Source: an optimization exercise on an open RTL-to-GDS flow (aim: small area). Production flows keep margins and buffers that such runs may drop. Where RTL was checked, it was by simulation tests only, not by an equivalence proof against the original. No driver is modelled on the clock port, so clocking that relies on it looks cheaper here than on a real chip. Power is estimated from default activity; no workload was simulated.

==> run a <==
==> flow/design.v <==
module wb_regfile #(
    parameter int DATA_W = 32,
    parameter int ADDR_W = 5,
    parameter int CNT_W  = 32
) (
    input  logic              clk,
    input  logic              rst,
    input  logic              RegWriteW,
    input  logic              MemtoRegW,
    input  logic [DATA_W-1:0] ReadDataW,
    input  logic [DATA_W-1:0] ALUOutW,
    input  logic [ADDR_W-1:0] WriteRegW,
    input  logic [ADDR_W-1:0] A1,
    input  logic [ADDR_W-1:0] A2,
    output logic [DATA_W-1:0] RD1,
    output logic [DATA_W-1:0] RD2,
    output logic [DATA_W-1:0] ResultW,
    input  logic [ADDR_W-1:0] DbgAddr,
    output logic [DATA_W-1:0] DbgData,
    output logic [CNT_W-1:0]  WbCount
);
    localparam int NREGS = 1 << ADDR_W;
    logic [DATA_W-1:0] regs [1:NREGS-1];
    logic              live;
    logic [NREGS-1:1]  wen;
    logic [NREGS-1:1]  hold;
    logic              commit;
    assign ResultW = MemtoRegW ? ReadDataW : ALUOutW;
    assign commit  = rst & RegWriteW & (WriteRegW != '0);
    always_comb begin
        for (int i = 1; i < NREGS; i++) begin
            wen[i]  = commit & (WriteRegW == ADDR_W'(i));
            hold[i] = live & ~wen[i];
        end
    end
    always_ff @(posedge clk or negedge rst) begin
        if (!rst) begin
            live    <= 1'b0;
            WbCount <= '0;
        end else begin
            live    <= 1'b1;
            WbCount <= WbCount + CNT_W'(commit);
        end
    end
    logic [DATA_W-1:0] nxt [1:NREGS-1];
    for (genvar r = 1; r < NREGS; r++) begin : g_reg
        for (genvar b = 0; b < DATA_W; b++) begin : g_bit
            rf_ao22 u_nxt (.a1(wen[r]), .a2(ResultW[b]), .b1(hold[r]), .b2(regs[r][b]),
                           .y(nxt[r][b]));
        end
        always_ff @(posedge clk) regs[r] <= nxt[r];
    end
    logic [NREGS-1:0] sel [3];
    always_comb begin
        sel[0][0] = commit & (WriteRegW == A1);
        sel[1][0] = commit & (WriteRegW == A2);
        sel[2][0] = 1'b0;
        for (int i = 1; i < NREGS; i++) begin
            sel[0][i] = (A1 == ADDR_W'(i)) & hold[i];
            sel[1][i] = (A2 == ADDR_W'(i)) & hold[i];
            sel[2][i] = (DbgAddr == ADDR_W'(i)) & live;
        end
    end
    logic [DATA_W-1:0] rout [3];
    for (genvar p = 0; p < 3; p++) begin : g_port
        for (genvar b = 0; b < DATA_W; b++) begin : g_bit
            logic [NREGS-1:0] d;
            logic [10:0]      t;
            logic [2:0]       u;
            assign d[0] = (p == 2) ? 1'b0 : ResultW[b];
            for (genvar r = 1; r < NREGS; r++) begin : g_d
                assign d[r] = regs[r][b];
            end
            if (p == 2) begin : g_dbg
                for (genvar g = 0; g < 10; g++) begin : g_grp
                    rf_aoi222 u_aoi (.a1(sel[p][3*g+1]), .a2(d[3*g+1]),
                                     .b1(sel[p][3*g+2]), .b2(d[3*g+2]),
                                     .c1(sel[p][3*g+3]), .c2(d[3*g+3]), .y(t[g]));
                end
                rf_nand2 u_n1 (.a(sel[p][31]), .b(d[31]), .y(t[10]));
            end else begin : g_rd
                for (genvar g = 0; g < 10; g++) begin : g_grp
                    rf_aoi222 u_aoi (.a1(sel[p][3*g]),   .a2(d[3*g]),
                                     .b1(sel[p][3*g+1]), .b2(d[3*g+1]),
                                     .c1(sel[p][3*g+2]), .c2(d[3*g+2]), .y(t[g]));
                end
                rf_aoi22 u_aoi2 (.a1(sel[p][30]), .a2(d[30]),
                                 .b1(sel[p][31]), .b2(d[31]), .y(t[10]));
            end
            rf_nand4 u_r0 (.a(t[0]), .b(t[1]), .c(t[2]),  .d(t[3]), .y(u[0]));
            rf_nand4 u_r1 (.a(t[4]), .b(t[5]), .c(t[6]),  .d(t[7]), .y(u[1]));
            rf_nand3 u_r2 (.a(t[8]), .b(t[9]), .c(t[10]),           .y(u[2]));
            rf_or3   u_o  (.a(u[0]), .b(u[1]), .c(u[2]),            .y(rout[p][b]));
        end
    end
    assign RD1     = rout[0];
    assign RD2     = rout[1];
    assign DbgData = rout[2];
endmodule
module rf_aoi222 (input logic a1, a2, b1, b2, c1, c2, output logic y);
    assign y = ~((a1 & a2) | (b1 & b2) | (c1 & c2));
endmodule
module rf_ao22 (input logic a1, a2, b1, b2, output logic y);
    assign y = (a1 & a2) | (b1 & b2);
endmodule
module rf_aoi22 (input logic a1, a2, b1, b2, output logic y);
    assign y = ~((a1 & a2) | (b1 & b2));
endmodule
module rf_nand2 (input logic a, b, output logic y);
    assign y = ~(a & b);
endmodule
module rf_nand3 (input logic a, b, c, output logic y);
    assign y = ~(a & b & c);
endmodule
module rf_nand4 (input logic a, b, c, d, output logic y);
    assign y = ~(a & b & c & d);
endmodule
module rf_or3 (input logic a, b, c, output logic y);
    assign y = a | b | c;
endmodule
==> flow/flow/run.sh <==
#!/bin/bash
# Own layout flow: the read-multiplexer gate modules (rf_*) of the RTL, the read multiplexers and next-state gates, are
# bound to the sky130 cells they describe (flow/cells.v) before the standard
# synthesis; everything else is the standard ORFS flow, with smaller port
# buffers and a clock tree without dummy loads.
set -euo pipefail
python3 flow/prep.py design.v flow/cells.v mapped.v > prep.log 2>&1
export BUFFER_PORTS_ARGS="-buffer_cell sky130_fd_sc_hd__buf_1"
export CTS_ARGS="-sink_clustering_enable -repair_clock_nets -dont_use_dummy_load -buf_list {sky130_fd_sc_hd__clkbuf_4 sky130_fd_sc_hd__clkbuf_8} -sink_clustering_size 12 -sink_clustering_max_diameter 60"
bash standard.sh VERILOG_FILES=$PWD/mapped.v > standard.log 2>&1
==> flow/flow/cells.v <==
module rf_aoi222 (input a1, a2, b1, b2, c1, c2, output y);
    sky130_fd_sc_hd__a222oi_1 u_cell (.A1(a1), .A2(a2), .B1(b1), .B2(b2), .C1(c1), .C2(c2), .Y(y));
endmodule
module rf_aoi22 (input a1, a2, b1, b2, output y);
    sky130_fd_sc_hd__a22oi_1 u_cell (.A1(a1), .A2(a2), .B1(b1), .B2(b2), .Y(y));
endmodule
module rf_nand2 (input a, b, output y);
    sky130_fd_sc_hd__nand2_1 u_cell (.A(a), .B(b), .Y(y));
endmodule
module rf_nand3 (input a, b, c, output y);
    sky130_fd_sc_hd__nand3_1 u_cell (.A(a), .B(b), .C(c), .Y(y));
endmodule
module rf_nand4 (input a, b, c, d, output y);
    sky130_fd_sc_hd__nand4_1 u_cell (.A(a), .B(b), .C(c), .D(d), .Y(y));
endmodule
module rf_or3 (input a, b, c, output y);
    sky130_fd_sc_hd__or3_1 u_cell (.A(a), .B(b), .C(c), .X(y));
endmodule
module rf_ao22 (input a1, a2, b1, b2, output y);
    sky130_fd_sc_hd__a22o_1 u_cell (.A1(a1), .A2(a2), .B1(b1), .B2(b2), .X(y));
endmodule
==> flow/flow/prep.py <==
# strip rf_* module definitions from design.v and append cell wrappers
import re,sys
src,cells,out=sys.argv[1:4]
s=open(src).read()
s=re.sub(r'\nmodule\s+rf_\w+.*?endmodule[^\n]*', '\n', s, flags=re.S)
open(out,'w').write(s+'\n'+open(cells).read())
==> flow/standard.sh <==
#!/bin/bash
# synth_recipe.tcl (not shown) runs the flow's synth.tcl, then flattens the netlist and writes it again
# the make line also repeats each setting of config.mk as NAME=value (left out here)
make -C /OpenROAD-flow-scripts/flow DESIGN_CONFIG=/design/flow/config.mk WORK_HOME=/design/flow/orfs CLKGATE_MAP_FILE= SYNTH_SCRIPT=/design/flow/synth_recipe.tcl "${@:-finish}"
==> flow/config.mk <==
export PLATFORM = sky130hd
export DESIGN_NAME = wb_regfile
export DESIGN_NICKNAME = wb_regfile
export VERILOG_FILES = /design/flow/design.v
export SDC_FILE = /design/flow/constraint.sdc
export NUM_CORES = 8
export LEC_CHECK = 0
export CAP_MARGIN = 20
export CORE_MARGIN = 2
export CORE_UTILIZATION = 40
export SLEW_MARGIN = 20
==> flow/constraint.sdc <==
create_clock -name core_clock -period 10.0 [get_ports {clk}]
set_input_delay 2.0000 -clock core_clock [delete_from_list [all_inputs] [get_ports {clk}]]
set_output_delay 2.0000 -clock core_clock [all_outputs]
set_load 0.01 [all_outputs]
==> inputs of run b, as changes to run a <==
==> flow/design.v, changed modules only <==
module wb_regfile #(
    parameter int DATA_W = 32,
    parameter int ADDR_W = 5,
    parameter int CNT_W  = 32
) (
    input  logic              clk,
    input  logic              rst,
    input  logic              RegWriteW,
    input  logic              MemtoRegW,
    input  logic [DATA_W-1:0] ReadDataW,
    input  logic [DATA_W-1:0] ALUOutW,
    input  logic [ADDR_W-1:0] WriteRegW,
    input  logic [ADDR_W-1:0] A1,
    input  logic [ADDR_W-1:0] A2,
    output logic [DATA_W-1:0] RD1,
    output logic [DATA_W-1:0] RD2,
    output logic [DATA_W-1:0] ResultW,
    input  logic [ADDR_W-1:0] DbgAddr,
    output logic [DATA_W-1:0] DbgData,
    output logic [CNT_W-1:0]  WbCount
);
    localparam int NREGS = 1 << ADDR_W;
    logic [DATA_W-1:0] regs [1:NREGS-1];
    logic [NREGS-1:1]  valid;
    logic [NREGS-1:1]  wen;
    logic              commit;
    assign ResultW = MemtoRegW ? ReadDataW : ALUOutW;
    assign commit  = rst & RegWriteW & (WriteRegW != '0);
    always_comb begin
        for (int i = 1; i < NREGS; i++)
            wen[i] = commit & (WriteRegW == ADDR_W'(i));
    end
    always_ff @(posedge clk or negedge rst) begin
        if (!rst) begin
            valid   <= '0;
            WbCount <= '0;
        end else begin
            valid   <= valid | wen;
            WbCount <= WbCount + CNT_W'(commit);
        end
    end
    always_ff @(posedge clk) begin
        for (int i = 1; i < NREGS; i++)
            if (wen[i]) regs[i] <= ResultW;
    end
    logic [NREGS-1:0] sel [3];
    logic [NREGS-1:1] vk;
    assign vk = valid & ~wen;
    always_comb begin
        sel[0][0] = commit & (WriteRegW == A1);
        sel[1][0] = commit & (WriteRegW == A2);
        sel[2][0] = 1'b0;
        for (int i = 1; i < NREGS; i++) begin
            sel[0][i] = (A1 == ADDR_W'(i)) & vk[i];
            sel[1][i] = (A2 == ADDR_W'(i)) & vk[i];
            sel[2][i] = (DbgAddr == ADDR_W'(i)) & valid[i];
        end
    end
    logic [DATA_W-1:0] rout [3];
    for (genvar p = 0; p < 3; p++) begin : g_port
        for (genvar b = 0; b < DATA_W; b++) begin : g_bit
            logic [NREGS-1:0] d;
            logic [10:0]      t;
            logic [2:0]       u;
            assign d[0] = (p == 2) ? 1'b0 : ResultW[b];
            for (genvar r = 1; r < NREGS; r++) begin : g_d
                assign d[r] = regs[r][b];
            end
            if (p == 2) begin : g_dbg
                for (genvar g = 0; g < 10; g++) begin : g_grp
                    rf_aoi222 u_aoi (.a1(sel[p][3*g+1]), .a2(d[3*g+1]),
                                     .b1(sel[p][3*g+2]), .b2(d[3*g+2]),
                                     .c1(sel[p][3*g+3]), .c2(d[3*g+3]), .y(t[g]));
                end
                rf_nand2 u_n1 (.a(sel[p][31]), .b(d[31]), .y(t[10]));
            end else begin : g_rd
                for (genvar g = 0; g < 10; g++) begin : g_grp
                    rf_aoi222 u_aoi (.a1(sel[p][3*g]),   .a2(d[3*g]),
                                     .b1(sel[p][3*g+1]), .b2(d[3*g+1]),
                                     .c1(sel[p][3*g+2]), .c2(d[3*g+2]), .y(t[g]));
                end
                rf_aoi22 u_aoi2 (.a1(sel[p][30]), .a2(d[30]),
                                 .b1(sel[p][31]), .b2(d[31]), .y(t[10]));
            end
            rf_nand4 u_r0 (.a(t[0]), .b(t[1]), .c(t[2]),  .d(t[3]), .y(u[0]));
            rf_nand4 u_r1 (.a(t[4]), .b(t[5]), .c(t[6]),  .d(t[7]), .y(u[1]));
            rf_nand3 u_r2 (.a(t[8]), .b(t[9]), .c(t[10]),           .y(u[2]));
            rf_or3   u_o  (.a(u[0]), .b(u[1]), .c(u[2]),            .y(rout[p][b]));
        end
    end
    assign RD1     = rout[0];
    assign RD2     = rout[1];
    assign DbgData = rout[2];
endmodule
// module rf_ao22 removed
==> flow/flow/run.sh (replaced) <==
#!/bin/bash
# Own layout flow: the read-multiplexer gate modules (rf_*) of the RTL are
# bound to the sky130 cells they describe (flow/cells.v) before the standard
# synthesis; everything else is the standard ORFS flow, with smaller port
# buffers and a clock tree without dummy loads.
set -euo pipefail
python3 flow/prep.py design.v flow/cells.v mapped.v > prep.log 2>&1
export BUFFER_PORTS_ARGS="-buffer_cell sky130_fd_sc_hd__buf_1"
export CTS_ARGS="-sink_clustering_enable -repair_clock_nets -dont_use_dummy_load"
bash standard.sh VERILOG_FILES=$PWD/mapped.v > standard.log 2>&1
--- a/flow/flow/cells.v
+++ b/flow/flow/cells.v
@@ -18,4 +18 @@
 endmodule
-module rf_ao22 (input a1, a2, b1, b2, output y);
-    sky130_fd_sc_hd__a22o_1 u_cell (.A1(a1), .A2(a2), .B1(b1), .B2(b2), .X(y));
-endmodule
- CORE_UTILIZATION: 40 -> 55
==> summary.txt <==
quantity	run b	run a
Reg2Reg Launch Point	WbCount[0]$_DFF_PN0_	live$_DFF_PN0_
Arrival time of the worst setup path	6.36 ns	6.25 ns
Number of clock buffer instances in the layout	108	101
Status	complete, no violations	complete, no violations
Parity-gate share of the synthesized area counting xor and xnor cells	0.00737	0.00775
Distinct cells, synth	41	35
Worst-skew pair later-pin latency	0.69 ns	0.83 ns
Total power of the final layout	9.24 mW	7.11 mW
Per-cell routed wire length	53.2 um	42.9 um
Warnings, synthesis	6	7
DRC violation total after the first TritonRoute iteration	15.6k	15.4k
Die outline height	298 um	340 um
Gate count after technology mapping	3,048	3,993
Sequential share of power	0.542	0.587
Via count of the first global-routing pass	42.3k	46.2k
Total length of routed met2 wires	93,300 um	96,700 um
Max stage delay cell, worst path	sky130_fd_sc_hd__o21ai_0	sky130_fd_sc_hd__clkbuf_2
Function not checked in run b: the RTL went through the layout flow alone.

========
==> run X: inputs <==
Another version of the RTL of wb_regfile (not shown whole).
clock: 10.0 ns
lec_check: 0
cap_margin: 20
core_margin: 2
core_utilization: 40
slew_margin: 20
standard.sh (not shown) runs the stock make flow with config.mk's settings and CLKGATE_MAP_FILE= SYNTH_SCRIPT=/design/flow/synth_recipe.tcl, a recipe that flattens the netlist after the stock synthesis.
==> flow/flow/run.sh <==
#!/bin/bash
# Own layout flow. The RTL describes its read multiplexers, next-state gates,
# decoders, counter and write-back select with small gate modules (rf_*).
# This flow binds each of those modules to the sky130 cell it describes
# (flow/cells.v) before running the standard ORFS flow, which synthesizes
# everything else exactly as usual. The drive buffers that flow/cells.v puts
# behind the ResultW^phase gates are kept through global placement
# (flow/keepbuf.tcl). Port buffers use the smallest buffer. The clock tree is
# built from clkbuf_8 clusters without dummy loads, then each leaf clock
# buffer is resized to the smallest clock buffer that keeps the slew at its
# flip-flop clock pins under 105 ps (flow/clksize.tcl).
set -euo pipefail
python3 flow/prep.py design.v flow/cells.v mapped.v > prep.log 2>&1
export BUFFER_PORTS_ARGS="-buffer_cell sky130_fd_sc_hd__buf_1"
export CTS_ARGS="-sink_clustering_enable -repair_clock_nets -dont_use_dummy_load -buf_list sky130_fd_sc_hd__clkbuf_8 -sink_clustering_size 16 -sink_clustering_max_diameter 60"
export PRE_GLOBAL_PLACE_TCL=$PWD/flow/keepbuf.tcl
export POST_CTS_TCL=$PWD/flow/clksize.tcl
export CLKSIZE_LIMIT=0.105
bash standard.sh VERILOG_FILES=$PWD/mapped.v > standard.log 2>&1
==> flow/flow/cells.v <==
module rf_aoi222 (input a1, a2, b1, b2, c1, c2, output y);
    sky130_fd_sc_hd__a222oi_1 u_cell (.A1(a1), .A2(a2), .B1(b1), .B2(b2), .C1(c1), .C2(c2), .Y(y));
endmodule
module rf_aoi22 (input a1, a2, b1, b2, output y);
    sky130_fd_sc_hd__a22oi_1 u_cell (.A1(a1), .A2(a2), .B1(b1), .B2(b2), .Y(y));
endmodule
module rf_nand2 (input a, b, output y);
    sky130_fd_sc_hd__nand2_1 u_cell (.A(a), .B(b), .Y(y));
endmodule
module rf_nand4 (input a, b, c, d, output y);
    sky130_fd_sc_hd__nand4_1 u_cell (.A(a), .B(b), .C(c), .D(d), .Y(y));
endmodule
module rf_ao22 (input a1, a2, b1, b2, output y);
    sky130_fd_sc_hd__a22o_1 u_cell (.A1(a1), .A2(a2), .B1(b1), .B2(b2), .X(y));
endmodule
module rf_and2 (input a, b, output y);
    sky130_fd_sc_hd__and2_4 u_cell (.A(a), .B(b), .X(y));
endmodule
module rf_or2 (input a, b, output y);
    sky130_fd_sc_hd__or2_4 u_cell (.A(a), .B(b), .X(y));
endmodule
module rf_mux2 (input s, a0, a1, output y);
    sky130_fd_sc_hd__mux2_1 u_cell (.S(s), .A0(a0), .A1(a1), .X(y));
endmodule
module rf_nor2 (input a, b, output y);
    sky130_fd_sc_hd__nor2_1 u_cell (.A(a), .B(b), .Y(y));
endmodule
module rf_ha (input a, b, output s, c);
    sky130_fd_sc_hd__ha_1 u_cell (.A(a), .B(b), .SUM(s), .COUT(c));
endmodule
module rf_xor2 (input a, b, output y);
    sky130_fd_sc_hd__xor2_1 u_cell (.A(a), .B(b), .X(y));
endmodule
module rf_oai22 (input a1, a2, b1, b2, output y);
    sky130_fd_sc_hd__o22ai_1 u_cell (.A1(a1), .A2(a2), .B1(b1), .B2(b2), .Y(y));
endmodule
module rf_xorb (input a, b, output y);
    wire x;
    sky130_fd_sc_hd__xor2_1 u_cell (.A(a), .B(b), .X(x));
    sky130_fd_sc_hd__buf_2 u_buf (.A(x), .X(y));
endmodule
==> flow/flow/clksize.tcl <==
# Size each leaf clock buffer (one that drives only flip-flop clock pins) to
# the smallest clock buffer that keeps the slew at its flip-flop clock pins at
# or under CLKSIZE_LIMIT (ns).
set lim 0.095
if {[info exists ::env(CLKSIZE_LIMIT)]} { set lim $::env(CLKSIZE_LIMIT) }
estimate_parasitics -placement
proc worst_load_slew {inst} {
  set w 0.0
  foreach opin [get_pins -of_objects $inst -filter "direction==output"] {
    set net [get_nets -of_objects $opin]
    foreach p [get_pins -of_objects $net -filter "direction==input"] {
      set s [get_property $p slew_max]
      if {$s > $w} { set w $s }
    }
  }
  return $w
}
set sizes {sky130_fd_sc_hd__clkbuf_2 sky130_fd_sc_hd__clkbuf_4 sky130_fd_sc_hd__clkbuf_8 sky130_fd_sc_hd__clkbuf_16}
set leaves {}
foreach inst [get_cells *] {
  if {[lsearch -exact $sizes [get_property $inst ref_name]] < 0} continue
  set opin [get_pins -of_objects $inst -filter "direction==output"]
  set net [get_nets -of_objects $opin]
  set leaf 1
  foreach p [get_pins -of_objects $net -filter "direction==input"] {
    if {[get_property $p name] ne "CLK"} { set leaf 0 }
  }
  if {$leaf} { lappend leaves $inst }
}
foreach inst $leaves {
  set orig [get_property $inst ref_name]
  set done 0
  foreach c $sizes {
    replace_cell $inst $c
    if {[worst_load_slew $inst] <= $lim} { set done 1; break }
  }
  if {!$done} { replace_cell $inst $orig }
}
# second pass: upstream slews changed with the new input loads
foreach inst $leaves {
  set i [lsearch -exact $sizes [get_property $inst ref_name]]
  while {[worst_load_slew $inst] > $lim && $i < 3} {
    incr i
    replace_cell $inst [lindex $sizes $i]
  }
}
set h {}
foreach inst $leaves { lappend h [get_property $inst ref_name] }
foreach c $sizes { puts "clksize: [llength [lsearch -all -exact $h $c]] x $c" }
detailed_placement
check_placement -verbose
Other scripts of this flow, unchanged in this note and not shown: flow/flow/keepbuf.tcl, flow/flow/prep.py
==> run Y: changes against run X <==
==> flow/flow/run.sh (replaced) <==
#!/bin/bash
# Own layout flow. The RTL describes its read multiplexers, next-state gates,
# decoders, counter and write-back select with small gate modules (rf_*).
# This flow binds each of those modules to the sky130 cell it describes
# (flow/cells.v) before running the standard ORFS flow, which synthesizes
# everything else exactly as usual. The drive buffers that flow/cells.v puts
# behind the ResultW^phase gates are kept through global placement
# (flow/keepbuf.tcl). Port buffers use the smallest buffer, and the clock
# tree is built from clkbuf_8 clusters without dummy loads.
set -euo pipefail
python3 flow/prep.py design.v flow/cells.v mapped.v > prep.log 2>&1
export BUFFER_PORTS_ARGS="-buffer_cell sky130_fd_sc_hd__buf_1"
export CTS_ARGS="-sink_clustering_enable -repair_clock_nets -dont_use_dummy_load -buf_list sky130_fd_sc_hd__clkbuf_8 -sink_clustering_size 14 -sink_clustering_max_diameter 60"
export PRE_GLOBAL_PLACE_TCL=$PWD/flow/keepbuf.tcl
bash standard.sh VERILOG_FILES=$PWD/mapped.v > standard.log 2>&1
--- a/flow/flow/cells.v
+++ b/flow/flow/cells.v
@@ -37,5 +37,5 @@
 module rf_xorb (input a, b, output y);
     wire x;
     sky130_fd_sc_hd__xor2_1 u_cell (.A(a), .B(b), .X(x));
-    sky130_fd_sc_hd__buf_2 u_buf (.A(x), .X(y));
+    sky130_fd_sc_hd__buf_4 u_buf (.A(x), .X(y));
 endmodule
removed: flow/flow/clksize.tcl
==> reports/results.ini <==
[placed_design]
dpl.cell_count = 5689

[power_and_ir_drop]
leakage_uw = 0.0164

[timing]
setup_slack_ns = 1.69

[run_status]
status = no timing/DRC/antenna violations

[end of results for run X]
==> reports/results.ini <==
[final_layout]
top_regs = regs x992, WbCount x32

[timing]
setup_slack_ns = 1.52

[run_status]
status = no timing/DRC/antenna violations

[clock_network]
root_buffer = clkbuf_8

[detailed_routing]
routed_via_density = 8.83

[placed_design]
dpl.cell_count = 5684

[end of results for run Y]

separate check: timing with driven ports:
In the flow no input, the clock included, has a driving cell. The finished layouts below were timed again as built, in two steps.
Step 1: set_driving_cell puts a clkbuf_16 on clk and a buf_2 on each other input, an assumption about the parent block.
Step 2 moves the port delays by t, midway between the first and last clock arrival at a register: inputs arrive t later, outputs are due t later. That takes back most of the time a late clock gives input paths.
Three values: no drivers, after step 1, after step 2; two values: the first two.
| run | t (ns) | slack for setup (ns) | worst hold slack (ns) |
|---|---|---|---|
| run a | 0.851 | 1.750 / 1.725 / 1.725 | 0.499 / 0.499 / 0.499 |
| run b | 0.760 | 1.640 / 1.618 / 1.618 | 0.493 / 0.493 / 0.493 |
| run X | 0.853 | 1.686 / 1.664 / 0.932 | 0.473 / 0.473 / 0.473 |
| run Y | 0.819 | 1.521 / 1.487 / 0.910 | 0.477 / 0.477 / 0.477 |
After both steps setup and hold are still met in every run listed. For run X, which loses most, drivers alone change the setup slack by -0.022 ns; drivers and shift together by -0.754 ns.
